Background: an optimization exercise with open tools, aiming at small area. Do not read the settings as production practice. Function was checked by simulation only, so behaviour that the tests miss may differ from the original. Power figures rest on the tool's default switching activity, not on a simulated workload.

<file path="design/flow/design.v">
module dp_register_file #(
   parameter int unsigned WIDTH   = 32,
   parameter int unsigned FORWARD = 0
) (
   input  logic             clk,
   input  logic             rst,
   input  logic [4:0]       ReadReg1,
   input  logic [4:0]       ReadReg2,
   input  logic [4:0]       WriteReg,
   input  logic [WIDTH-1:0] WriteData,
   input  logic             RegWrite,
   input  logic [4:0]       DebugReg,
   output logic [WIDTH-1:0] ReadData1,
   output logic [WIDTH-1:0] ReadData2,
   output logic [WIDTH-1:0] DebugData
);
   localparam int unsigned NREGS = 32;
   localparam int unsigned IDXW  = 5;
   logic [NREGS-1:1][WIDTH-1:0] regs_q;
   logic [NREGS-1:1][WIDTH-1:0] regs_d;
   logic             we_c;
   logic [WIDTH-1:0] arr1_c;
   logic [WIDTH-1:0] arr2_c;
   logic [WIDTH-1:0] arrd_c;
   assign we_c = RegWrite && !rst && (WriteReg != '0);
   always_comb begin
      regs_d = regs_q;
      for (int i = 1; i < int'(NREGS); i++) begin
         if (we_c && (WriteReg == IDXW'(i))) begin
            regs_d[i] = WriteData;
         end
      end
   end
   always_ff @(posedge clk or posedge rst) begin
      if (rst) begin
         for (int i = 1; i < int'(NREGS); i++) begin
            regs_q[i] <= '0;
         end
      end else begin
         regs_q <= regs_d;
      end
   end
   always_comb begin
      arr1_c = '0;
      arr2_c = '0;
      arrd_c = '0;
      for (int i = 1; i < int'(NREGS); i++) begin
         if (ReadReg1 == IDXW'(i)) arr1_c = regs_q[i];
         if (ReadReg2 == IDXW'(i)) arr2_c = regs_q[i];
         if (DebugReg == IDXW'(i)) arrd_c = regs_q[i];
      end
   end
   always_comb begin
      ReadData1 = arr1_c;
      ReadData2 = arr2_c;
      DebugData = arrd_c;
      if ((FORWARD != 0) && we_c && (WriteReg == ReadReg1)) ReadData1 = WriteData;
      if ((FORWARD != 0) && we_c && (WriteReg == ReadReg2)) ReadData2 = WriteData;
      if (rst) begin
         ReadData1 = '0;
         ReadData2 = '0;
         DebugData = '0;
      end
   end
endmodule
</file>
<file path="design/flow/run.sh">
#!/bin/bash
# synth_recipe.tcl (not shown) runs the flow's synth.tcl, then flattens the netlist and writes it again
# the make line also repeats each setting of config.mk as NAME=value (left out here)
make -C /OpenROAD-flow-scripts/flow DESIGN_CONFIG=/design/flow/config.mk WORK_HOME=/design/flow/orfs CLKGATE_MAP_FILE= SYNTH_SCRIPT=/design/flow/synth_recipe.tcl finish
</file>
<file path="design/flow/config.mk">
export PLATFORM = sky130hd
export DESIGN_NAME = dp_register_file
export DESIGN_NICKNAME = dp_register_file
export VERILOG_FILES = /design/flow/design.v
export SDC_FILE = /design/flow/constraint.sdc
export NUM_CORES = 4
export LEC_CHECK = 0
export CAP_MARGIN = 20
export CORE_MARGIN = 2
export CORE_UTILIZATION = 30
export PLACE_DENSITY = 0.45
export SETUP_SLACK_MARGIN = 0.3
export SLEW_MARGIN = 20
</file>
<file path="design/flow/constraint.sdc">
create_clock -name core_clock -period 8.0 [get_ports {clk}]
set_input_delay 1.6000 -clock core_clock [delete_from_list [all_inputs] [get_ports {clk}]]
set_output_delay 1.6000 -clock core_clock [all_outputs]
set_load 0.01 [all_outputs]
</file>
==> results of run 1 <==
==> stage by stage <==
stage	setup TNS, ns	area, sq um	power (mW)	instances
3_5_place_dp	0	69900	9.78	8983
3_3_place_gp	-0.565	69800	9.77	8977
4_1_cts	0	74100	15.8	9195
5_1_grt	0	74200	16.3	9209
6_report	0	74400	16.1	9306
2_1_floorplan	0	60900	7.78	6065
==> logic make-up after synthesis <==
kind of cell / share of synthesized area, %
AOI/OAI and AO/OA: 23.0
and+or+nand+nor: 10.3
muxes: 21.2
DFF: 40.8
buffers and inverters: 4.75
==> power breakdown <==
group	switching [mW]	total (mW)	leakage, nW	internal [mW]
clock network	2.59	6.09	2.03	3.50
registers	1.37	7.05	13.1	5.68
logic	1.86	2.97	16.1	1.11
total	5.82	16.1	31.3	10.3
==> Yosys cell counts (all sizes together) (7+ instances only) <==
library cell  count  area (sq um)
o31ai             9          67.6
inv              35           131
and2             23           144
a2111oi          30           282
a211o            12           105
and3             30           188
a21o             11          82.6
o211ai           39           293
o21a             10          75.1
clkbuf          266           998
nand4           106           663
a222oi           48           480
nor2            368          1510
buf             345          1760
a32o              9          90.1
or3b              9          81.3
a22o             66           578
a221oi          113           990
and4              8          70.1
nand3           105           526
nor3            100           516
o2bb2ai          16           140
and3b             7          61.3
a31oi            33           206
dfrtp           992         24800
o22ai           125           782
a32oi            32           280
o21ai           280          1400
a211oi           52           390
nand2b           21           131
nor2b            41           262
o2111ai          20           175
mux2           1055         11900
nand3b           14           113
o221ai           71           622
mux2i            92           921
a221o            18           180
nor4             28           175
or3              12          75.1
a21oi           298          1490
nand2           381          1430
nor3b            15           154
o32ai             7          61.3
a22oi           636          4770
==> layer usage <==
metal | wire (microns) | share of wire (%)
met5 | 585 | 0.10
met4 | 60000 | 10
met3 | 81900 | 14
met2 | 226000 | 39
met1 | 218000 | 37
==> worst max path at each step <==
stage / to / slack, ns / start
global route: ReadData1[19] / 0.44 / ReadReg1[4]
finish: ReadData1[19] / 0.10 / ReadReg1[4]
CTS: DebugData[28] / 0.37 / DebugReg[3]
detailed placement: ReadData2[1] / 0.25 / ReadReg2[3]
global placement: ReadData1[19] / -0.25 / ReadReg1[4]
floorplan: ReadData1[6] / 1.06 / rst
==> area by class of cell <==
type / instances / area share [%]
sequential: 992 / 33.4
inverter: 37 / 0.197
tap: 2672 / 4.49
antenna: 108 / 0.363
timing repair buffer: 860 / 10.2
clock inverter: 54 / 1.11
clock buffer: 158 / 4.53
multi-input combinational: 4425 / 45.7
==> cell usage in the layout (no fill, tap or decap), types with 30 or more instances in the layout <==
cell type and count:
sky130_fd_sc_hd__a211oi_1 51, sky130_fd_sc_hd__a21oi_1 298, sky130_fd_sc_hd__a221oi_1 112, sky130_fd_sc_hd__a222oi_1 48, sky130_fd_sc_hd__a22o_1 66, sky130_fd_sc_hd__a22oi_1 636
sky130_fd_sc_hd__a31oi_1 33, sky130_fd_sc_hd__a32oi_1 32, sky130_fd_sc_hd__buf_12 68, sky130_fd_sc_hd__buf_4 643, sky130_fd_sc_hd__clkbuf_16 122, sky130_fd_sc_hd__clkdlybuf4s50_1 121
sky130_fd_sc_hd__dfrtp_1 992, sky130_fd_sc_hd__diode_2 108, sky130_fd_sc_hd__inv_1 30, sky130_fd_sc_hd__mux2_2 1055, sky130_fd_sc_hd__mux2i_1 92, sky130_fd_sc_hd__nand2_1 365
sky130_fd_sc_hd__nand3_1 100, sky130_fd_sc_hd__nand4_1 106, sky130_fd_sc_hd__nor2_1 262, sky130_fd_sc_hd__nor2_4 82, sky130_fd_sc_hd__nor3_1 94, sky130_fd_sc_hd__o211ai_1 39
sky130_fd_sc_hd__o21ai_0 270, sky130_fd_sc_hd__o221ai_1 71, sky130_fd_sc_hd__o22ai_1 125
==> timing repair <==
action | CTS | global route
pin swaps | 0 | 0
gates resized for setup | 1 | 1
endpoints found under the setup margin | 1 | 1
==> run notes, run 1 <==
Headroom to the max-slew limit came out at 12.6%. Remaining routing DRC violations: 0. The most used flip-flop cell after synthesis is sky130_fd_sc_hd__dfrtp_1. The fill cell instance count of the final layout came out at 20500. Between clock sinks in the finished design, the worst skew comes to 0 ns.

Power density of the placed cells: 217 nW/um^2. The count of antenna-violating nets left after detailed routing was 0. The slowest library cell on the worst path was sky130_fd_sc_hd__nor2_2. The worst setup timing slack at the placement stage was 0.246 ns; the count of boundary I/O pins was 151. The number of setup violations in the final report is 0.

First-pass GRT wire length: 735000 microns. TritonCTS built the clock tree. Before antenna repair, the detailed router went through 10 iterations. The max-slew violation total from the final report is 0, and the share of the clock period used by the worst path after layout is 98.7%. The run gives 0 as the number of failing hold endpoints at the final stage.

The via count is 72300, and the number of rows in the core area is 165. The number of buffers on the longest clock path came out at 3. The routed design has 586000 microns of wire. The tree built by TritonCTS fans out to 992 sinks.

Counting every net in the synthesized netlist gives 6120. The worst register-to-register path ends at regs_q[53]. The final layout net count was 6490.

The logs give 0.560 ns for the worst hold slack across all endpoints and 0.83 ns for the insertion delay of the later-clocked pin in the worst-skew pair. The logs give 6.89 ns for the flop-to-flop setup slack and 26.7% for the met3 demand-to-capacity share in global routing. After synthesis, the netlist uses 92 different library cells.

The number of setup buffers added after CTS came out at 0. For the number of global-route vias before repair, the log shows 64900. The cell family with the largest share of critical-path delay was simple AND/OR/NAND/NOR gates. Counting stages on the worst path, the most repeated cell is sky130_fd_sc_hd__buf_2. IR analysis of the VDD net gives a maximum drop of 0.194 mV. Data on the critical path is required at its endpoint by 6.40 ns. Combined area of all synthesized cells: 60900 sq um. In this run the critical register-to-register path is launched from regs_q[53].

The number of flip-flops under the largest register name came out at 992. The number of antenna violations at the first check in global routing is 119. The chip width is 455 microns, and the depth of the most critical reg-to-reg path is 1. Setup repair after global routing left no endpoint under its margin. Entering global routing, the biggest net connects 85 pins. For this block, the initial DRC count from the detailed router was 15400. The share of the Yosys chip area taken by registers is 40.8%. The utilization after layout was 36.9%. For the floorplan die area, the log shows 207000 sq um.

The area of the multi-input gates is 34000 sq um. Achievable frequency: 127 MHz. End point of the most critical hold path: regs_q[986].

The critical setup path kind is in -> out. Global routing consumed, on the met1 layer, 66.5% of the routing resources. Summing all flip-flop and latch instances after layout gives 24800 sq um. The hold-critical path depth is 1, and the met2 demand-to-capacity share in global routing is 73.2%. In the global route stage, overall resource usage came out at 55.2%.

Together, buffers and inverters on the worst path number 5. Arrival time at the worst endpoint: 6.30 ns. Walking the worst path, the cells encountered are buf_2 -> buf_12 -> nand2_1 -> nor2_2 -> a221oi_1 -> nand3_1 -> nor3_1 -> a2111oi_2 -> buf_2 -> buf_4 -> clkdlybuf4s50_1. The worst stage delay on the critical path was 1.32 ns.

The average wire per standard cell came out at 63.0 microns. The largest registers in the layout are regs_q x992. The layout overhead on the synthesized area came out at 22.2%. The flow ran to the end and the layout has no timing, DRC or antenna violations.

The count of buffers added on input and output ports is 150. The tool flagged a number of max-cap violations equal to 0. For the setup slack after layout, the log shows 0.100 ns.

In this run, synthesis inferred 0 flip-flops with an integrated enable. The vias per cell is 7.77. In this run the static leakage power is 31.3 nW. The number of clock buffers added by TritonCTS is 119. The worst setup path is launched from an input pin. The clock-pin slew on the worst setup and hold paths works out to 0.06 ns. Nature of the critical path endpoint: an output port. regs_q holds more flip-flops than any other register. The pin slew with the least headroom to its limit works out to 1.31 ns.

The worst hold path begins at regs_q[986]. The fraction of synthesis flops using an asynchronous set or reset pin was 100%. The total overflow left after global routing is 0. Synthesis produced a netlist whose cell count is 6065.

After synthesis the netlist holds a flip-flop and latch count of 992. Of the cells placed in the final design, the portion with a size suffix greater than 1 is 33.5%. Kind of path behind the tightest hold check: reg -> reg. The run gives 419000 microns as the HPWL after detailed placement. In this run the most used layer during global routing was met2. The minimum period implied by the final worst setup slack is 7.90 ns. The number of stages on the worst setup path was 11; the core area was 202000 sq um. The die height works out to 455 microns.

In this run the clock root is driven by a sky130_fd_sc_hd__clkbuf_16. The clock tree synthesis step divided the H-tree into 3 levels. The average cell area after synthesis was 10.0 sq um; the final weighted congestion of routability-driven global placement was 1.11. The run gives 1 as the warning count from the yosys run.

The initial core utilization was 30.2%. Buffers inserted to repair hold after CTS numbered 0. Highest net fanout along the worst path: 37.
==> inputs of run 2 (changes only) <==
==> design/flow/design.v (replaced) <==
module dp_register_file #(
   parameter int unsigned WIDTH   = 32,
   parameter int unsigned FORWARD = 0
) (
   input  logic             clk,
   input  logic             rst,
   input  logic [4:0]       ReadReg1,
   input  logic [4:0]       ReadReg2,
   input  logic [4:0]       WriteReg,
   input  logic [WIDTH-1:0] WriteData,
   input  logic             RegWrite,
   input  logic [4:0]       DebugReg,
   output logic [WIDTH-1:0] ReadData1,
   output logic [WIDTH-1:0] ReadData2,
   output logic [WIDTH-1:0] DebugData
);
   localparam int unsigned NREGS = 32;
   logic [NREGS-1:1][WIDTH-1:0] regs_q;
   logic [NREGS-1:1]            valid_q;
   logic [NREGS-1:1]            wen;
   logic [NREGS-1:1]            sel1, sel2, seld;
   always_comb begin
      for (int i = 1; i < int'(NREGS); i++) begin
         wen[i]  = RegWrite && (WriteReg == 5'(i));
         sel1[i] = valid_q[i] && (ReadReg1 == 5'(i));
         sel2[i] = valid_q[i] && (ReadReg2 == 5'(i));
         seld[i] = valid_q[i] && (DebugReg == 5'(i));
      end
   end
   always_ff @(posedge clk or posedge rst) begin
      if (rst) begin
         valid_q <= '0;
      end else begin
         valid_q <= valid_q | wen;
      end
   end
   always_ff @(posedge clk) begin
      for (int i = 1; i < int'(NREGS); i++) begin
         if (wen[i]) regs_q[i] <= WriteData;
      end
   end
   rf_read_port #(.WIDTH(WIDTH)) u_rd1 (.sel(sel1), .regs(regs_q), .data(ReadData1));
   rf_read_port #(.WIDTH(WIDTH)) u_rd2 (.sel(sel2), .regs(regs_q), .data(ReadData2));
   rf_read_port #(.WIDTH(WIDTH)) u_rdd (.sel(seld), .regs(regs_q), .data(DebugData));
endmodule
module rf_read_port #(
   parameter int unsigned WIDTH = 32
) (
   input  logic [31:1]            sel,
   input  logic [31:1][WIDTH-1:0] regs,
   output logic [WIDTH-1:0]       data
);
   for (genvar b = 0; b < int'(WIDTH); b++) begin : g_bit
      logic [10:0] n;
      for (genvar g = 0; g < 10; g++) begin : g_grp
         rf_aoi222 u_aoi (
            .a1(sel[3*g+1]), .a2(regs[3*g+1][b]),
            .b1(sel[3*g+2]), .b2(regs[3*g+2][b]),
            .c1(sel[3*g+3]), .c2(regs[3*g+3][b]),
            .y(n[g]));
      end
      assign n[10] = ~(sel[31] & regs[31][b]);
      assign data[b] = ~&n;
   end
endmodule
module rf_aoi222 (
   input  logic a1, a2, b1, b2, c1, c2,
   output logic y
);
   assign y = ~((a1 & a2) | (b1 & b2) | (c1 & c2));
endmodule
--- a/design/flow/config.mk
+++ b/design/flow/config.mk
@@ -11,3 +11,5 @@
 export PLACE_DENSITY = 0.45
 export SETUP_SLACK_MARGIN = 0.3
 export SLEW_MARGIN = 20
+export SYNTH_HIERARCHICAL = 1
+export SYNTH_MINIMUM_KEEP_SIZE = 0
==> run notes, run 2 <==
The flow ran to the end and the layout has no timing, DRC or antenna violations. The run gives 17 (+7) as the first-pass iteration count of the detailed router. The number of synthesized register bits was 1023 (+3.1%).

The count of boundary I/O pins was 151 (unchanged); the cell internal power dissipation was 9.27 mW (-9.9%). The critical setup path kind is in -> out. Ranked by total cell area, the synthesized netlist is headed by sky130_fd_sc_hd__edfxtp_1 (67%), sky130_fd_sc_hd__a222oi_1 (22%), sky130_fd_sc_hd__nand4_1 (2.7%). Relative to the synthesized area, the layout overhead comes to 20.7%.

The run gives 38.2% (-28 points) as the met1 usage. The post-route cell area was 53500 sq um (-28%); the number of enable-type register cells in the synthesized netlist was 992 (+992). Broken down by cell family, the worst path's largest delay share belongs to simple AND/OR/NAND/NOR gates. Worst stage delay on the critical path: 0.78 ns (-0.54 ns).

By count the netlist is led by sky130_fd_sc_hd__edfxtp_1 (992), sky130_fd_sc_hd__a222oi_1 (960), sky130_fd_sc_hd__nand4_1 (193). The number of buffer cells added on primary ports is 150 (unchanged). The largest registers in the layout are regs_q x992, valid_q x31. The logs give 44400 sq um (-27%) for the combined area of all synthesized cells and 0 (unchanged) for the number of failing hold endpoints at the final stage.

The clock sink total was 1023 (+3.1%). The number of stages on the worst setup path was 8 (-3). The run gives 140 MHz (+11%) as the achievable frequency.

The setup slack after layout is 0.873 ns (+0.773 ns), and the floorplan die area is 151000 sq um (-27%). For the cell area reported after detailed placement, the log shows 50000 sq um (-28%). The warning count from the yosys run was 7 (+6); the max-capacitance violation count was 0 (unchanged).

The pin slew with the least headroom to its limit works out to 1.27 ns (-0.0401 ns). The number of setup buffers added after CTS is 0 (unchanged), and the number of buffers on the longest clock path is 3 (unchanged). The run gives 251000 microns (-57%) as the total routed wirelength. The share of final-layout standard cells stronger than drive strength 1 was 15.4% (-18 points). The final layout net count is 3061 (-53%).

The logs give 0 (-1) for the post-CTS resize count and 7 (-94%) for the number of antenna violations at the first check in global routing. The logs give 7.14 ns (+0.25 ns) for the flop-to-flop setup slack and 2664 (-56%) for the number of nets in the synthesized netlist. The nature of the critical path endpoint was an output port.

The vias per cell was 7.96 (+2.6%); the average wire per standard cell was 49.7 microns (-21%). The share of the synthesized area in the top cell type is 67.2% (+26 points). The via count is 40100 (-45%), and the max-slew violation total from the final report is 0 (unchanged). The total CTS buffers came out at 111 (-6.7%).

The worst setup path is launched from an input pin. Traced cell by cell, the critical path runs through clkdlybuf4s50_1 -> nor3b_1 -> and3_2 -> buf_4 -> a222oi_1 -> nand4_1 -> a2111o_1 -> clkdlybuf4s50_1. Initial core utilization: 30.1% (-0.060 points). The cell with the most instances after synthesis was sky130_fd_sc_hd__edfxtp_1.

Setup repair after global routing left no endpoint under its margin. The share of total power in sequential cells is 49.4% (+5.6 points), and the global-route congestion overflow total is 0 (unchanged). The run gives 2609 (-57%) as the number of instances in the synthesized netlist. Largest net degree at the start of global routing: 33 (-61%). Combinational share of power: 8.8% (-9.6 points).

The tools report the sequential cell area fraction in the yosys report as 68.9% (+28 points). The end of the worst register-to-register path was valid_q[29]. The die height was 388 microns (-15%). regs_q holds more flip-flops than any other register.

The deepest level of the CTS H-tree is 3 (unchanged), and the switching part of the total power is 24.7% (-11 points). The average cell area after synthesis works out to 17.0 sq um (+69%). The most critical setup path has its endpoint at ReadData1[29]. The clock-pin slew on the worst setup and hold paths was 0.07 ns (about the same); the power density of the placed cells was 230 nW/um^2 (+6.2%). The kind of path behind the tightest hold check is reg -> reg. For the worst-case clock skew, the log shows 0 ns (unchanged). Worst setup timing slack at the placement stage: 1.10 ns (+0.854 ns). The run gives 330000 microns (-55%) as the first-pass GRT wire length. For the power spent charging and discharging nets, the log shows 3.03 mW (-48%). The most numerous cell type found on the critical path is sky130_fd_sc_hd__clkdlybuf4s50_1.

The tools report the number of setup violations in the final report as 0 (unchanged). The total track usage came out at 31.8% (-23 points). After global routing, the most crowded layer is met2. The minimum period implied by the final worst setup slack was 7.13 ns (-0.773 ns). The tree is rooted in a sky130_fd_sc_hd__clkbuf_16. The number of buffers and inverters on the critical path was 3 (-2); the met2 demand-to-capacity share in global routing was 47.9% (-25 points).

The run gives 0 (unchanged) as the remaining routing DRC violations. The number of global-route vias before repair is 38300 (-41%). The leakage power is 17.1 nW (-45%). Leaving out fill and tap cells, the most frequent cell in the layout is sky130_fd_sc_hd__edfxtp_1. Leading register cell type out of synthesis: sky130_fd_sc_hd__edfxtp_1. The core area is 147000 sq um (-27%), and the post-synthesis cell type count is 27 (-71%).

The logs give 0.172 mV (-11%) for the highest ir drop seen on vdd and 0.978 (-12%) for the final weighted congestion of routability-driven global placement. Reg-to-reg startpoint: valid_q[29]. The worst-case headroom to the max-slew limit is 15.2% (+2.7 points), and the count of antenna-violating nets left after detailed routing is 0 (unchanged).

The critical path starts at ReadReg1[1]. The cell type contributing the most total cell area after synthesis was sky130_fd_sc_hd__edfxtp_1. The run gives 148000 microns (-65%) as the HPWL after detailed placement. The highest net fanout along the worst path is 21 (-43%), and the number of rows in the core area is 141 (-15%). The fraction of synthesis flops using an asynchronous set or reset pin is 3.03% (-97 points), and the critical path required time is 6.40 ns (about the same). TritonCTS built the clock tree.

The met3 demand-to-capacity share in global routing was 11.0% (-16 points); the number of flip-flops under the largest register name was 992 (unchanged). The clock group share of total power is 41.8% (+4.0 points), and the total negative setup slack is 0 ns (unchanged). The chip width was 388 microns (-15%).

In the layout the commonest cells are sky130_fd_sc_hd__edfxtp_1 (992), sky130_fd_sc_hd__a222oi_1 (960), sky130_fd_sc_hd__nand4_1 (193). The arrival time at the worst endpoint was 5.53 ns (-0.77 ns); the depth of the most critical reg-to-reg path was 1 (unchanged). The tools report the total of hold buffers inserted after clock tree synthesis as 0 (unchanged).

The share of the clock period used by the worst path after layout is 89.1% (-9.7 points), and the insertion delay of the later-clocked pin in the worst-skew pair is 0.73 ns (-0.10 ns). Number of DRC markers after the initial detailed-route iteration: 12000 (-22%). The slowest stage of the critical path is the sky130_fd_sc_hd__nor3b_1 cell.
run 2: stage by stage:
stage               std cells  hold slack [ns]  power [mW]  utilization (%)
global placement         4818            0.505        7.22             33.9
finish                   5036            0.521        12.3             36.3
floorplan                2609            0.463        6.54                -
detailed placement       4822            0.487        7.23             34.0
global route             5032            0.540        12.5             36.3
CTS                      5031            0.515        12.3             36.4
run 2: how the worst min path moves through the flow:
| stage | endpoint | startpoint | cells past startpoint |
|---|---|---|---|
| finish | valid_q[16] | valid_q[16] | 1 |
| global route | valid_q[30] | valid_q[30] | 1 |
| CTS | valid_q[24] | valid_q[24] | 1 |
| detailed placement | valid_q[16] | valid_q[16] | 1 |
| global placement | valid_q[6] | valid_q[6] | 1 |
| floorplan | valid_q[10] | valid_q[10] | 1 |
run 2: logic make-up (layout without fill, tap and decap cells):
kind of cell	count (synthesis)	in the layout	synth area share, %
AND/OR/NAND/NOR	471	471	6.01
buffers and inverters	28	521	0.418
AO/OA/AOI/OAI	1087	1087	24.7
other	0	4	0
flip-flops	1023	1023	68.9
run 2: per-module statistics from Yosys (local to each module, per instance), a selection:
| module | flops+latches | cells inside | copies in the design |
|---|---|---|---|
| dp_register_file | 1023 | 1256 | 1 |
| rf_aoi222 | 0 | 1 | 960 |
run 2: per-layer routing:
layer / up-vias / routed length (microns)
met5: - / 11
met1: 20000 / 84300
met4: 2 / 20300
met3: 1148 / 38600
met2: 4551 / 107000
li1: 14400 / -
run 2: cell type report:
class	instances	area, sq um
Fill cell	13600	93800
Sequential cell	1023	30600
Multi-Input combinational cell	1558	14000
Clock buffer	144	3050
Timing Repair Buffer	311	2980
Tap cell	1930	2410
Clock inverter	65	510
Antenna cell	4	10.0
Inverter	1	3.75
run 2: power by group through the flow:
stage | clock network (mW) | registers (mW) | logic, mW
after floorplan | 0 | 6.14 | 0.399
after global placement | 0 | 6.18 | 1.05
after detailed placement | 0 | 6.18 | 1.05
after CTS | 5.16 | 6.07 | 1.06
after global routing | 5.35 | 6.08 | 1.10
final | 5.14 | 6.08 | 1.09
==> inputs of run 3 (changes only) <==
--- a/design/flow/design.v
+++ b/design/flow/design.v
@@ -34,10 +34,17 @@
          valid_q <= valid_q | wen;
       end
    end
+   logic [NREGS-1:1][WIDTH-1:0] regs_d;
+   for (genvar i = 1; i < int'(NREGS); i++) begin : g_wr
+      logic hold;
+      assign hold = ~wen[i];
+      for (genvar b = 0; b < int'(WIDTH); b++) begin : g_bit
+         rf_ao22 u_ao (.a1(wen[i]), .a2(WriteData[b]), .b1(hold), .b2(regs_q[i][b]),
+                       .y(regs_d[i][b]));
+      end
+   end
    always_ff @(posedge clk) begin
-      for (int i = 1; i < int'(NREGS); i++) begin
-         if (wen[i]) regs_q[i] <= WriteData;
-      end
+      regs_q <= regs_d;
    end
    rf_read_port #(.WIDTH(WIDTH)) u_rd1 (.sel(sel1), .regs(regs_q), .data(ReadData1));
    rf_read_port #(.WIDTH(WIDTH)) u_rd2 (.sel(sel2), .regs(regs_q), .data(ReadData2));
@@ -69,3 +76,9 @@
 );
    assign y = ~((a1 & a2) | (b1 & b2) | (c1 & c2));
 endmodule
+module rf_ao22 (
+   input  logic a1, a2, b1, b2,
+   output logic y
+);
+   assign y = (a1 & a2) | (b1 & b2);
+endmodule
==> design/flow/flow/run.sh (new file) <==
#!/bin/bash
# Layout flow: the standard flow (standard.sh, unchanged synthesis) with two
# changes: the port buffers are buf_1 cells, and clock tree synthesis inserts no
# dummy loads and clusters up to 25 flip-flops per leaf buffer.
# make's full output goes to flow_make.log; each ORFS step also keeps its own
# log under orfs/logs/.
set -euo pipefail
cd "$(dirname "${BASH_SOURCE[0]}")/.."
bash standard.sh \
  "BUFFER_PORTS_ARGS=-buffer_cell sky130_fd_sc_hd__buf_1" \
  "CTS_ARGS=-sink_clustering_enable -repair_clock_nets -dont_use_dummy_load -sink_clustering_size 25 -sink_clustering_max_diameter 70" \
  finish > flow_make.log 2>&1
==> design/flow/standard.sh (new file) <==
#!/bin/bash
# synth_recipe.tcl (not shown) runs the flow's synth.tcl, then flattens the netlist and writes it again
# the make line also repeats each setting of config.mk as NAME=value (left out here)
make -C /OpenROAD-flow-scripts/flow DESIGN_CONFIG=/design/flow/config.mk WORK_HOME=/design/flow/orfs CLKGATE_MAP_FILE= SYNTH_SCRIPT=/design/flow/synth_recipe.tcl "${@:-finish}"
--- a/design/flow/config.mk
+++ b/design/flow/config.mk
@@ -7,9 +7,9 @@
 export LEC_CHECK = 0
 export CAP_MARGIN = 20
 export CORE_MARGIN = 2
-export CORE_UTILIZATION = 30
-export PLACE_DENSITY = 0.45
-export SETUP_SLACK_MARGIN = 0.3
+export CORE_UTILIZATION = 35
+export PLACE_DENSITY = 0.5
+export SETUP_SLACK_MARGIN = 0.0
 export SLEW_MARGIN = 20
 export SYNTH_HIERARCHICAL = 1
 export SYNTH_MINIMUM_KEEP_SIZE = 0
removed: design/flow/run.sh
==> run notes, run 3 <==
The average wire per standard cell works out to 49.2 microns (-1.2%). The run gives 48900 (+22%) as the via count. The critical path required time was 6.40 ns (about the same). For the number of setup buffers added after CTS, the log shows 0 (unchanged).

The number of buffer cells added on primary ports is 150 (unchanged), and the largest net degree at the start of global routing is 33 (unchanged). The max-slew violation total from the final report is 0 (unchanged), and the number of synthesized register bits is 1023 (unchanged). The first-pass iteration count of the detailed router was 19 (+2); the die height was 356 microns (-8.4%). The global-route congestion overflow total was 0 (unchanged); the vias per cell was 8.67 (+8.9%).

The register with the most flip-flops is regs_q. The area of the multi-input gates was 23000 sq um (+64%). In the synthesized netlist, the cells that appear most often are sky130_fd_sc_hd__a22o_1 (992), sky130_fd_sc_hd__dfxtp_1 (992), sky130_fd_sc_hd__a222oi_1 (960). The initial core utilization is 35.2% (+5.1 points), and the total track usage is 41.3% (+9.5 points).

Leakage power: 19.6 nW (+14%). For the count of boundary I/O pins, the log shows 151 (unchanged). STA classifies the critical path endpoint as an output port. For the setup slack after layout, the log shows 1.50 ns (+0.625 ns). The tools report the total of hold buffers inserted after clock tree synthesis as 0 (unchanged). The cell type contributing the most total cell area after synthesis is sky130_fd_sc_hd__dfxtp_1.

Cell internal power dissipation: 8.70 mW (-6.1%). The insertion delay of the later-clocked pin in the worst-skew pair is 0.66 ns (-0.07 ns), and the minimum period implied by the final worst setup slack is 6.50 ns (-0.625 ns). The fraction of synthesis flops using an asynchronous set or reset pin works out to 3.03% (unchanged). The worst-case headroom to the max-slew limit came out at 7.60% (-7.6 points). The number of flip-flops under the largest register name came out at 992 (unchanged). The clock group share of total power came out at 28.5% (-13 points). The logs give 20600 sq um (-32%) for the storage element area and 4.03 mW (+33%) for the power spent charging and discharging nets.

The average cell area after synthesis came out at 11.9 sq um (-30%). For the combinational share of power, the log shows 14.8% (+6.0 points). The share of final-layout standard cells stronger than drive strength 1 came out at 10.4% (-5.0 points). The power density of the placed cells works out to 258 nW/um^2 (+12%).

The tools report the warning count from the yosys run as 7 (unchanged). The total negative setup slack was 0 ns (unchanged). Ranked by total cell area, the synthesized netlist is headed by sky130_fd_sc_hd__dfxtp_1 (46%), sky130_fd_sc_hd__a222oi_1 (22%), sky130_fd_sc_hd__a22o_1 (20%).

The critical setup path kind was in -> out. The post-CTS resize count was 0 (unchanged). Count of antenna-violating nets left after detailed routing: 0 (unchanged). Cell area reported after detailed placement: 47400 sq um (-5.3%).

For the remaining routing DRC violations, the log shows 0 (unchanged). The sequential cell area fraction in the yosys report is 47.6% (-21 points). The post-synthesis cell type count was 34 (+26%).

The largest registers in the layout are regs_q x992, valid_q x31. The worst setup timing slack at the placement stage came out at 1.83 ns (+0.725 ns). Setup repair after global routing left no endpoint under its margin. The logs give 277000 microns (+11%) for the total routed wirelength and 0.968 (-1.0%) for the final weighted congestion of routability-driven global placement. The tools report the highest ir drop seen on vdd as 0.198 mV (+15%). Number of setup violations in the final report: 0 (unchanged). The number of enable-type register cells in the synthesized netlist is 0 (-100%), and the first-pass GRT wire length is 370000 microns (+12%). The share of the synthesized area in the top cell type works out to 45.8% (-21 points). Switching part of the total power: 31.6% (+7.0 points). In the layout the commonest cells are sky130_fd_sc_hd__a22o_1 (992), sky130_fd_sc_hd__dfxtp_1 (992), sky130_fd_sc_hd__a222oi_1 (960). The number of nets in the synthesized netlist is 3705 (+39%), and the combined area of all synthesized cells is 43400 sq um (-2.2%). The achievable frequency came out at 154 MHz (+9.6%). TritonCTS built the clock tree.

The tools report the number of global-route vias before repair as 44100 (+15%). Relative to the synthesized area, the layout overhead comes to 13.8%. For the max-capacitance violation count, the log shows 0 (unchanged). The leading register cell type out of synthesis is sky130_fd_sc_hd__dfxtp_1. The logs give 157000 microns (+5.9%) for the HPWL after detailed placement and 19 (+12) for the number of antenna violations at the first check in global routing.

The flow ran to the end and the layout has no timing, DRC or antenna violations. For the number of rows in the core area, the log shows 129 (-8.5%). The tools report the share of total power in sequential cells as 56.7% (+7.3 points). The number of instances in the synthesized netlist is 3650 (+40%). The total CTS buffers was 77 (-31%). The share of the clock period used by the worst path after layout is 81.3% (-7.8 points), and the worst-case clock skew is 0 ns (unchanged). The highest net fanout along the worst path was 32 (+52%); the clock-pin slew on the worst setup and hold paths was 0.05 ns (-0.02 ns).

The core area was 123000 sq um (-16%); the floorplan die area was 127000 sq um (-16%). For the arrival time at the worst endpoint, the log shows 4.90 ns (-0.63 ns). The min-delay analysis places its worst path in the category reg -> reg. The run gives 15100 (+26%) as the number of DRC markers after the initial detailed-route iteration. The final layout net count was 4051 (+32%); the number of buffers on the longest clock path was 3 (unchanged). The root cell of the clock tree is sky130_fd_sc_hd__clkbuf_16. Chip width: 356 microns (-8.4%).

Pin slew with the least headroom to its limit: 1.39 ns (+0.118 ns). The type of origin of the critical path was an input pin. The post-route cell area is 49300 sq um (-7.8%). Sum of internal, switching and leakage power: 12.7 mW (+3.5%). Number of failing hold endpoints at the final stage: 0 (unchanged).

The run gives 11800 (-13%) as the fill cell instance count of the final layout. The run gives 1023 (unchanged) as the clock sink total. The deepest level of the CTS H-tree is 3 (unchanged).
-- run 3: metal layers --
metal / GRT usage (%) / wire [microns]
met1: 52.6 / 100000
met2: 57.2 / 108000
met3: 18.0 / 47300
met4: 24.4 / 21100
met5: 1.62 / 327
-- run 3: per-module statistics from Yosys (local to each module, per instance), a selection --
module / cells / cell area (sq um) / flops+latches
dp_register_file: 1305 / 22300 / 1023
rf_aoi222: 1 / 10.0 / 0
rf_ao22: 1 / 8.76 / 0
-- run 3: per-stage QoR --
stage	hold slack, ns	util, %	cells
after floorplan	0.447	-	3650
after global routing	0.519	40.0	5633
final	0.493	40.0	5641
after detailed placement	0.475	38.4	5554
after CTS	0.488	40.0	5631
after global placement	0.478	38.4	5554
-- run 3: kinds of logic after synthesis --
group                  count (synthesis)  share of synthesized area (%)
AOI/OAI and AO/OA                   2079                           45.2
DFF                                 1023                           47.6
and+or+nand+nor                      514                           6.69
buffers and inverters                 34                          0.522
-- run 3: power by group through the flow --
| stage | Clock (mW) | Combinational (mW) | Sequential, mW |
|---|---|---|---|
| after global routing | 3.81 | 1.95 | 7.33 |
| after detailed placement | 0 | 1.80 | 7.23 |
| after CTS | 3.62 | 1.80 | 7.14 |
| after global placement | 0 | 1.75 | 7.24 |
| final | 3.63 | 1.88 | 7.22 |
| after floorplan | 0 | 1.14 | 6.95 |
-- run 3: critical path, stage by stage --
cell and delay, ns:
sky130_fd_sc_hd__buf_1 0.25, sky130_fd_sc_hd__nor3b_1 0.61, sky130_fd_sc_hd__and3_2 1.14, sky130_fd_sc_hd__a222oi_1 0.26, sky130_fd_sc_hd__nand4_1 0.55, sky130_fd_sc_hd__a2111o_1 0.19
sky130_fd_sc_hd__buf_1 0.25
-- run 3: final timing paths --
path,startpoint,end,slack (ns),depth (start not counted)
min in group asynchronous,rst,valid_q[8],1.00,3
hold reg to reg,valid_q[1],valid_q[1],0.49,1
setup / recovery,ReadReg2[0],ReadData2[14],1.50,7
setup reg to reg,valid_q[17],valid_q[17],7.26,1
hold / removal,valid_q[1],valid_q[1],0.49,1
max in group asynchronous,rst,valid_q[5],6.67,3
-- run 3: layout make-up --
class                           instances  share of cell area [%]
Antenna cell                           10                  0.0507
Clock buffer                           77                    3.90
Inverter                                1                 0.00761
Multi-Input combinational cell       2593                    46.6
Sequential cell                      1023                    41.8
Tap cell                             1637                    4.15
Timing Repair Buffer                  300                    3.49
==> inputs of run 4 (changes only) <==
--- a/design/flow/flow/run.sh
+++ b/design/flow/flow/run.sh
@@ -8,5 +8,5 @@
 cd "$(dirname "${BASH_SOURCE[0]}")/.."
 bash standard.sh \
   "BUFFER_PORTS_ARGS=-buffer_cell sky130_fd_sc_hd__buf_1" \
-  "CTS_ARGS=-sink_clustering_enable -repair_clock_nets -dont_use_dummy_load -sink_clustering_size 25 -sink_clustering_max_diameter 70" \
+  "CTS_ARGS=-sink_clustering_enable -repair_clock_nets -dont_use_dummy_load -sink_clustering_size 25 -sink_clustering_max_diameter 90" \
   finish > flow_make.log 2>&1
--- a/design/flow/config.mk
+++ b/design/flow/config.mk
@@ -7,8 +7,8 @@
 export LEC_CHECK = 0
 export CAP_MARGIN = 20
 export CORE_MARGIN = 2
-export CORE_UTILIZATION = 35
-export PLACE_DENSITY = 0.5
+export CORE_UTILIZATION = 42
+export PLACE_DENSITY = 0.55
 export SETUP_SLACK_MARGIN = 0.0
 export SLEW_MARGIN = 20
 export SYNTH_HIERARCHICAL = 1
==> run notes, run 4 <==
Final layout net count: 3978 (-1.8%). The number of failing hold endpoints at the final stage came out at 0 (unchanged). The slowest library cell on the worst path was sky130_fd_sc_hd__nand4_1. The run gives 150 MHz (-2.2%) as the achievable frequency.

From synthesis to final layout, the design area changed by 10.9%. The run gives 4.65% (-2.9 points) as the worst-case headroom to the max-slew limit. The end of the worst register-to-register path was valid_q[17]. The count of boundary I/O pins came out at 151 (unchanged). By startpoint and endpoint, the worst setup path is classified as in -> out. The run gives 7.17 ns (-0.09 ns) as the flop-to-flop setup slack. The cell family with the largest share of critical-path delay is simple AND/OR/NAND/NOR gates. The arrival time at the worst endpoint is 5.05 ns (+0.15 ns). The total CTS buffers is 50 (-35%), and the setup slack after layout is 1.35 ns (-0.145 ns). Core area: 102000 sq um (-17%).

The total track usage was 47.0% (+5.7 points). For the number of antenna violations at the first check in global routing, the log shows 26 (+7). Highest ir drop seen on vdd: 0.193 mV (-2.6%). The hold-critical path depth was 1 (unchanged). The deepest level of the CTS H-tree is 2 (-1), and the number of flip-flops under the largest register name is 992 (unchanged). The minimum period implied by the final worst setup slack works out to 6.65 ns (+0.145 ns).

Met2 demand-to-capacity share in global routing: 64.2% (+7.0 points). sky130_fd_sc_hd__dfxtp_1 takes more of the synthesized area than any other cell. The leakage power is 19.1 nW (-2.7%). The clock sink total was 1023 (unchanged); the first-pass iteration count of the detailed router was 15 (-4). The flow ran to the end and the layout has no timing, DRC or antenna violations. The share of the synthesized area in the top cell type was 45.8% (unchanged); the floorplan die area was 106000 sq um (-16%). The library cells used most frequently in the layout, excluding fill and tap cells, are sky130_fd_sc_hd__a22o_1 (992), sky130_fd_sc_hd__dfxtp_1 (992), sky130_fd_sc_hd__a222oi_1 (960). The sum of internal, switching and leakage power is 11.9 mW (-6.2%).

For the count of antenna-violating nets left after detailed routing, the log shows 0 (unchanged). The sequential cell area fraction in the yosys report was 47.6% (unchanged). The leading register cell type out of synthesis was sky130_fd_sc_hd__dfxtp_1. The number of buffer cells added on primary ports was 150 (unchanged). Ranked by total cell area, the synthesized netlist is headed by sky130_fd_sc_hd__dfxtp_1 (46%), sky130_fd_sc_hd__a222oi_1 (22%), sky130_fd_sc_hd__a22o_1 (20%).

The tree is rooted in a sky130_fd_sc_hd__clkbuf_16. Number of buffers and inverters on the critical path: 2 (unchanged). In the final layout, the registers with the most flip-flops are regs_q x992, valid_q x31. The total routed wirelength was 263000 microns (-5.1%); the depth of the most critical reg-to-reg path was 1 (unchanged).

The run gives 42.5% (+7.3 points) as the initial core utilization. The logs give 0 (unchanged) for the number of setup buffers added after CTS and 0 (unchanged) for the max-capacitance violation count. The total of hold buffers inserted after clock tree synthesis is 0 (unchanged), and the clock-pin slew on the worst setup and hold paths is 0.05 ns (about the same).

Die height: 325 microns (-8.6%). The register with the most flip-flops was regs_q. For the worst setup timing slack at the placement stage, the log shows 1.87 ns (+0.0483 ns). The highest net fanout along the worst path was 32 (unchanged); the pin slew with the least headroom to its limit was 1.43 ns (+0.0442 ns). TritonCTS built the clock tree. The number of enable-type register cells in the synthesized netlist is 0 (unchanged).

The met3 demand-to-capacity share in global routing is 21.3% (+3.3 points), and the share of final-layout standard cells stronger than drive strength 1 is 8.49% (-1.9 points). Final weighted congestion of routability-driven global placement: 1.05 (+8.2%). The worst stage delay on the critical path was 0.78 ns (-0.36 ns); the chip width was 325 microns (-8.6%). By count the netlist is led by sky130_fd_sc_hd__a22o_1 (992), sky130_fd_sc_hd__dfxtp_1 (992), sky130_fd_sc_hd__a222oi_1 (960). The tools report the worst-case clock skew as 0 ns (unchanged). The HPWL after detailed placement was 141000 microns (-10%); the vias per cell was 9.12 (+5.2%). Setup repair after global routing left no endpoint under its margin. The average wire per standard cell is 49.6 microns (+0.82%), and the max-slew violation total from the final report is 0 (unchanged).

In this run the worst hold path is classified as reg -> reg. The share of the clock period used by the worst path after layout works out to 83.1% (+1.8 points). The met1 usage is 56.6% (+4.0 points). Walking the worst path, the cells encountered are buf_1 -> and3b_1 -> and3_2 -> a222oi_1 -> nand4_1 -> a2111o_1 -> buf_1.

STA classifies the critical path endpoint as an output port. The post-synthesis cell type count was 34 (unchanged); the number of synthesized register bits was 1023 (unchanged). For the total negative setup slack, the log shows 0 ns (unchanged). The power density of the placed cells came out at 248 nW/um^2 (-3.8%). The startpoint identified for the worst hold timing path is valid_q[7]. The run gives 117 (-9.3%) as the number of rows in the core area. The cell repeated most along the worst path is sky130_fd_sc_hd__buf_1. For the number of nets in the synthesized netlist, the log shows 3705 (unchanged).

The global-route congestion overflow total is 0 (unchanged), and the average cell area after synthesis is 11.9 sq um (unchanged). The logs give 0 (unchanged) for the remaining routing DRC violations and 43400 sq um (unchanged) for the combined area of all synthesized cells. The number of instances in the synthesized netlist is 3650 (unchanged). The number of DRC markers after the initial detailed-route iteration was 14100 (-7.0%). For the first-pass GRT wire length, the log shows 357000 microns (-3.5%). The warning count from the yosys run is 7 (unchanged), and the fraction of synthesis flops using an asynchronous set or reset pin is 3.03% (unchanged). The via count is 48400 (-1.1%), and the largest net degree at the start of global routing is 33 (unchanged). Number of global-route vias before repair: 44900 (+1.9%).

The run gives 0 (unchanged) as the post-CTS resize count. The startpoint identified for the worst register-to-register timing path is valid_q[17]. The critical path required time came out at 6.40 ns (about the same). The run gives 0.71 ns (+0.05 ns) as the insertion delay of the later-clocked pin in the worst-skew pair. The end point of the most critical hold path was valid_q[7].

The number of buffers on the longest clock path came out at 3 (unchanged). The tools report the type of origin of the critical path as an input pin. The run gives 0 (unchanged) as the number of setup violations in the final report.

Global routing's busiest layer: met2.
[run 4: cell counts after synthesis]
Identical to the previous run, type by type.
[run 4: report_power, final]
group | internal, mW | switching [mW]
Combinational | 0.882 | 0.956
Clock | 1.12 | 1.78
Sequential | 6.11 | 1.09
Total | 8.11 | 3.83
[run 4: per-module statistics from Yosys, one instance, submodules excluded, a selection]
| module | area (sq um) | copies in the design | flops+latches |
|---|---|---|---|
| dp_register_file | 22300 | 1 | 1023 |
| rf_ao22 | 8.76 | 992 | 0 |
| rf_aoi222 | 10.0 | 960 | 0 |
[run 4: cell type report]
class | instances | area (sq um)
Antenna cell | 19 | 47.5
Tap cell | 1368 | 1710
Clock buffer | 50 | 1250
Sequential cell | 1023 | 20600
Fill cell | 9399 | 53900
Timing Repair Buffer | 254 | 1430
Multi-Input combinational cell | 2593 | 23000
Inverter | 1 | 3.75
[run 4: kinds of logic after synthesis]
| family | after synthesis | synth area share (%) |
|---|---|---|
| compound gates | 2079 | 45.2 |
| buf+inv | 34 | 0.522 |
| flops | 1023 | 47.6 |
| simple gates | 514 | 6.69 |
[run 4: stage by stage]
step                      hold WS, ns  util [%]  std cells  area, sq um
after floorplan                 0.447         -       3650        43400
after global placement          0.472      45.7       5235        46700
after detailed placement        0.474      45.8       5236        46700
after CTS                       0.495      47.0       5286        48000
after global routing            0.520      47.1       5299        48100
final                           0.495      47.2       5308        48100
[run 4: worst max path at each step]
stage	cells past startpoint	start	slack (ns)	to
final	7	DebugReg[4]	1.35	DebugData[21]
after global routing	7	ReadReg1[1]	1.54	ReadData1[21]
after CTS	7	ReadReg2[4]	1.87	ReadData2[21]
after detailed placement	7	ReadReg2[4]	1.87	ReadData2[21]
after global placement	7	ReadReg1[0]	1.89	ReadData1[21]
after floorplan	5	ReadReg1[1]	1.71	ReadData1[10]
[run 4: per-layer routing]
metal / up-vias / part of all wire [%]
met3: 1532 / 17
met2: 5445 / 39
li1: 18300 / -
met1: 23200 / 34
met4: 12 / 10
met5: - / 0.059
==> inputs of run 5 (changes only) <==
--- a/design/flow/config.mk
+++ b/design/flow/config.mk
@@ -8,7 +8,7 @@
 export CAP_MARGIN = 20
 export CORE_MARGIN = 2
 export CORE_UTILIZATION = 42
-export PLACE_DENSITY = 0.55
+export PLACE_DENSITY = 0.7
 export SETUP_SLACK_MARGIN = 0.0
 export SLEW_MARGIN = 20
 export SYNTH_HIERARCHICAL = 1
==> run notes, run 5 <==
For the post-CTS resize count, the log shows 0 (unchanged). The final layout net count is 3947 (-0.78%). The total track usage is 43.0% (-4.0 points), and the insertion delay of the later-clocked pin in the worst-skew pair is 0.67 ns (-0.04 ns).

For the flop-to-flop setup slack, the log shows 7.24 ns (+0.07 ns). The average wire per standard cell works out to 46.0 microns (-7.3%). For the count of antenna-violating nets left after detailed routing, the log shows 0 (unchanged).

The tools report the reg-to-reg startpoint as valid_q[15]. Counting instances in the post-synthesis netlist gives the leading cell types as sky130_fd_sc_hd__a22o_1 (992), sky130_fd_sc_hd__dfxtp_1 (992), sky130_fd_sc_hd__a222oi_1 (960). The first-pass GRT wire length was 336000 microns (-5.9%); the clock group share of total power was 23.4% (-0.9 points). The end point of the most critical hold path was valid_q[3]. The number of synthesized register bits was 1023 (unchanged). The pin slew with the least headroom to its limit is 1.42 ns (-0.00899 ns). Via count: 49800 (+2.8%). The slowest library cell on the worst path is sky130_fd_sc_hd__and3_2. The total negative setup slack came out at 0 ns (unchanged).

For the leakage power, the log shows 18.8 nW (-1.4%). The hold-critical path depth was 1 (unchanged). The number of DRC markers after the initial detailed-route iteration is 17900 (+27%). The share of the synthesized area in the top cell type came out at 45.8% (unchanged).

The tree is rooted in a sky130_fd_sc_hd__clkbuf_16. The tools report the number of rows in the core area as 117 (unchanged). The worst hold path begins at valid_q[3]. The register with the most flip-flops is regs_q.

The die height was 325 microns (unchanged). Among all flip-flop cells after synthesis, the most frequent one is sky130_fd_sc_hd__dfxtp_1. The achievable frequency is 152 MHz (+1.2%). The worst-case clock skew was 0 ns (unchanged). The tools report the worst hold slack across all endpoints as 0.503 ns (+0.00847 ns). sky130_fd_sc_hd__dfxtp_1 takes more of the synthesized area than any other cell.

The fraction of synthesis flops using an asynchronous set or reset pin came out at 3.03% (unchanged). Number of antenna violations at the first check in global routing: 23 (-12%). For the deepest level of the CTS H-tree, the log shows 2 (unchanged).

The critical setup path kind was in -> out. The post-synthesis cell type count is 34 (unchanged). The tools report the warning count from the yosys run as 7 (unchanged).

The number of flip-flops under the largest register name came out at 992 (unchanged). Number of failing hold endpoints at the final stage: 0 (unchanged). Leaving out fill and tap cells, the most frequent cells in the layout are sky130_fd_sc_hd__a22o_1 (992), sky130_fd_sc_hd__dfxtp_1 (992), sky130_fd_sc_hd__a222oi_1 (960). The number of buffer cells added on primary ports was 150 (unchanged); the share of final-layout standard cells stronger than drive strength 1 was 7.33% (-1.2 points). The number of nets in the synthesized netlist is 3705 (unchanged).

The initial core utilization came out at 42.5% (unchanged). The combinational share of power was 15.8% (+0.4 points); the worst stage delay on the critical path was 1.09 ns (+0.31 ns). The remaining routing DRC violations was 0 (unchanged). The logs give 127000 microns (-10%) for the HPWL after detailed placement and 0 (unchanged) for the max-capacitance violation count. The number of setup violations in the final report was 0 (unchanged). The floorplan die area is 106000 sq um (unchanged), and the chip width is 325 microns (unchanged). The logs give 1023 (unchanged) for the clock sink total and 43400 sq um (unchanged) for the combined area of all synthesized cells. The max-slew violation total from the final report was 0 (unchanged); the first-pass iteration count of the detailed router was 23 (+8).

The end of the worst register-to-register path is valid_q[15]. STA classifies the critical path endpoint as an output port. In the post-synthesis netlist, the biggest area contributors are sky130_fd_sc_hd__dfxtp_1 (46%), sky130_fd_sc_hd__a222oi_1 (22%), sky130_fd_sc_hd__a22o_1 (20%). The core area was 102000 sq um (unchanged). The run gives 0 (unchanged) as the number of setup buffers added after CTS. The worst-case headroom to the max-slew limit was 5.25% (+0.60 points). The clock-pin slew on the worst setup and hold paths is 0.08 ns (+0.03 ns), and the global-route congestion overflow total is 0 (unchanged).

The tools report the largest net degree at the start of global routing as 33 (unchanged). The total routed wirelength is 242000 microns (-7.9%). The number of enable-type register cells in the synthesized netlist came out at 0 (unchanged). The switching part of the total power was 32.0% (-0.12 points); the power density of the placed cells was 247 nW/um^2 (-0.36%). The total CTS buffers came out at 47 (-6.0%). Setup repair after global routing left no endpoint under its margin. The run gives 3650 (unchanged) as the number of instances in the synthesized netlist.

The tools report the power spent charging and discharging nets as 3.78 mW (-1.3%). Share of the clock period used by the worst path after layout: 82.1% (-0.97 points). The run finished with no timing, DRC or antenna violations. The minimum period implied by the final worst setup slack was 6.57 ns (-0.0773 ns); the cell internal power dissipation was 8.05 mW (-0.76%).

The tools report the number of buffers on the longest clock path as 3 (unchanged). In the final layout, the registers with the most flip-flops are regs_q x992, valid_q x31. The count of boundary I/O pins is 151 (unchanged), and the share of total power in sequential cells is 60.9% (+0.6 points). For the number of global-route vias before repair, the log shows 45000 (+0.080%). In this design, the critical path's most frequently occurring cell is sky130_fd_sc_hd__buf_1. The final weighted congestion of routability-driven global placement came out at 0.988 (-5.7%). The type of origin of the critical path was an input pin. The signal on the critical path passes through buf_1 -> nor3b_1 -> and3_2 -> a222oi_1 -> nand4_1 -> a2111o_1 -> buf_1. Average cell area after synthesis: 11.9 sq um (unchanged). The highest net fanout along the worst path is 32 (unchanged), and the vias per cell is 9.44 (+3.5%). The run gives 0.184 mV (-4.8%) as the highest ir drop seen on vdd. Total of hold buffers inserted after clock tree synthesis: 0 (unchanged).

From synthesis to final layout, the design area changed by 10.3%. The logs give 47.6% (unchanged) for the sequential cell area fraction in the yosys report and 4.97 ns (-0.08 ns) for the arrival time at the worst endpoint. TritonCTS built the clock tree. For the critical path required time, the log shows 6.40 ns (about the same). The depth of the most critical reg-to-reg path was 1 (unchanged). In this run the worst hold path is classified as reg -> reg.
[run 5: cell count changes in the layout (fill, tap and decap cells not counted), sizes merged]
cell    previous run  this run
buf              236       217
clkbuf            68        56
diode             19        16
[run 5: kinds of logic (layout without fill, tap and decap cells)]
| kind of cell | Yosys count | in the layout | synth area share (%) |
|---|---|---|---|
| flops | 1023 | 1023 | 47.6 |
| simple gates | 514 | 514 | 6.69 |
| compound gates | 2079 | 2079 | 45.2 |
| other cells | 0 | 16 | 0 |
| buf+inv | 34 | 274 | 0.522 |
[run 5: metal layers]
| metal | vias to the layer above | part of all wire (%) | GRT usage (%) |
|---|---|---|---|
| li1 | 18200 | - | - |
| met1 | 23200 | 32 | 50.2 |
| met2 | 6213 | 36 | 56.2 |
| met3 | 2097 | 21 | 28.7 |
| met4 | 42 | 10 | 27.4 |
| met5 | - | 0.44 | 5.34 |
[run 5: per-module statistics from Yosys, one instance, submodules excluded, a selection]
module            area, sq um  cells inside  flip-flops and latches
rf_ao22                  8.76             1                       0
dp_register_file        22300          1305                    1023
rf_aoi222                10.0             1                       0
[run 5: power by group through the flow]
stage	Clock [mW]	Sequential (mW)	Combinational, mW
floorplan	0	6.95	1.14
global placement	0	7.18	1.68
detailed placement	0	7.22	1.73
CTS	2.71	7.12	1.74
global route	2.90	7.31	1.91
finish	2.77	7.20	1.87
[run 5: metrics by stage]
stage | util, % | cells | setup slack [ns] | total power, mW | cell area, sq um
floorplan | - | 3650 | 1.71 | 8.09 | 43400
global placement | 45.5 | 5204 | 1.95 | 8.86 | 46400
detailed placement | 45.6 | 5208 | 1.89 | 8.95 | 46500
CTS | 46.7 | 5255 | 1.88 | 11.6 | 47700
global route | 46.9 | 5265 | 1.59 | 12.1 | 47800
finish | 46.9 | 5274 | 1.43 | 11.8 | 47800
[run 5: how the worst max path moves through the flow]
stage,startpoint,end,slack (ns),cells past startpoint
CTS,ReadReg1[1],ReadData1[12],1.88,7
detailed placement,ReadReg1[1],ReadData1[12],1.89,7
global route,ReadReg1[1],ReadData1[12],1.59,7
floorplan,ReadReg1[1],ReadData1[10],1.71,5
finish,ReadReg1[1],ReadData1[25],1.43,7
global placement,ReadReg1[1],ReadData1[12],1.95,7
[run 5: worst max-delay path, delay by kind of cell]
family,cells,cell delay [ns]
compound gates,2,0.58
buf+inv,2,0.61
simple gates,3,2.15
[run 5: layout make-up]
type	count	area (sq um)
Fill cell	9293	54200
Multi-Input combinational cell	2593	23000
Sequential cell	1023	20600
Tap cell	1368	1710
Timing Repair Buffer	226	1240
Clock buffer	47	1180
Antenna cell	16	40.0
Inverter	1	3.75

what the ideal ports hide:
Ports are ideal in the flow. The routed layouts listed here were re-timed in OpenROAD.
Step 1: set_driving_cell puts a clkbuf_16 on clk and a buf_2 on each other input, an assumption about the parent block.
Step 2 times the ports against the registers' clock, not the clock port: input delays grow and output delays shrink by t, the midpoint of the rising clock arrivals with the driver on.
Slacks: no drivers / after step 1 / after step 2; pairs: no drivers / after step 1.
run	t (ns)	slack for setup (ns)	hold WS [ns]	slew at the worst register clock pin (ns)
run 1	0.941	0.100 / 0.079 / 0.079	0.560 / 0.560 / 0.560	0.08 / 0.08
run 2	0.814	0.873 / 0.852 / 0.852	0.521 / 0.521 / 0.521	0.07 / 0.07
run 3	0.766	1.498 / 1.470 / 1.470	0.493 / 0.493 / 0.493	0.10 / 0.10
run 4	0.767	1.353 / 1.264 / 1.264	0.495 / 0.495 / 0.495	0.11 / 0.11
run 5	0.751	1.430 / 1.292 / 1.292	0.503 / 0.503 / 0.503	0.11 / 0.11
After both steps every run listed still meets setup and hold. The setup slack of run 5, which loses most, moves by -0.138 ns with the drivers and by -0.138 ns with both steps.
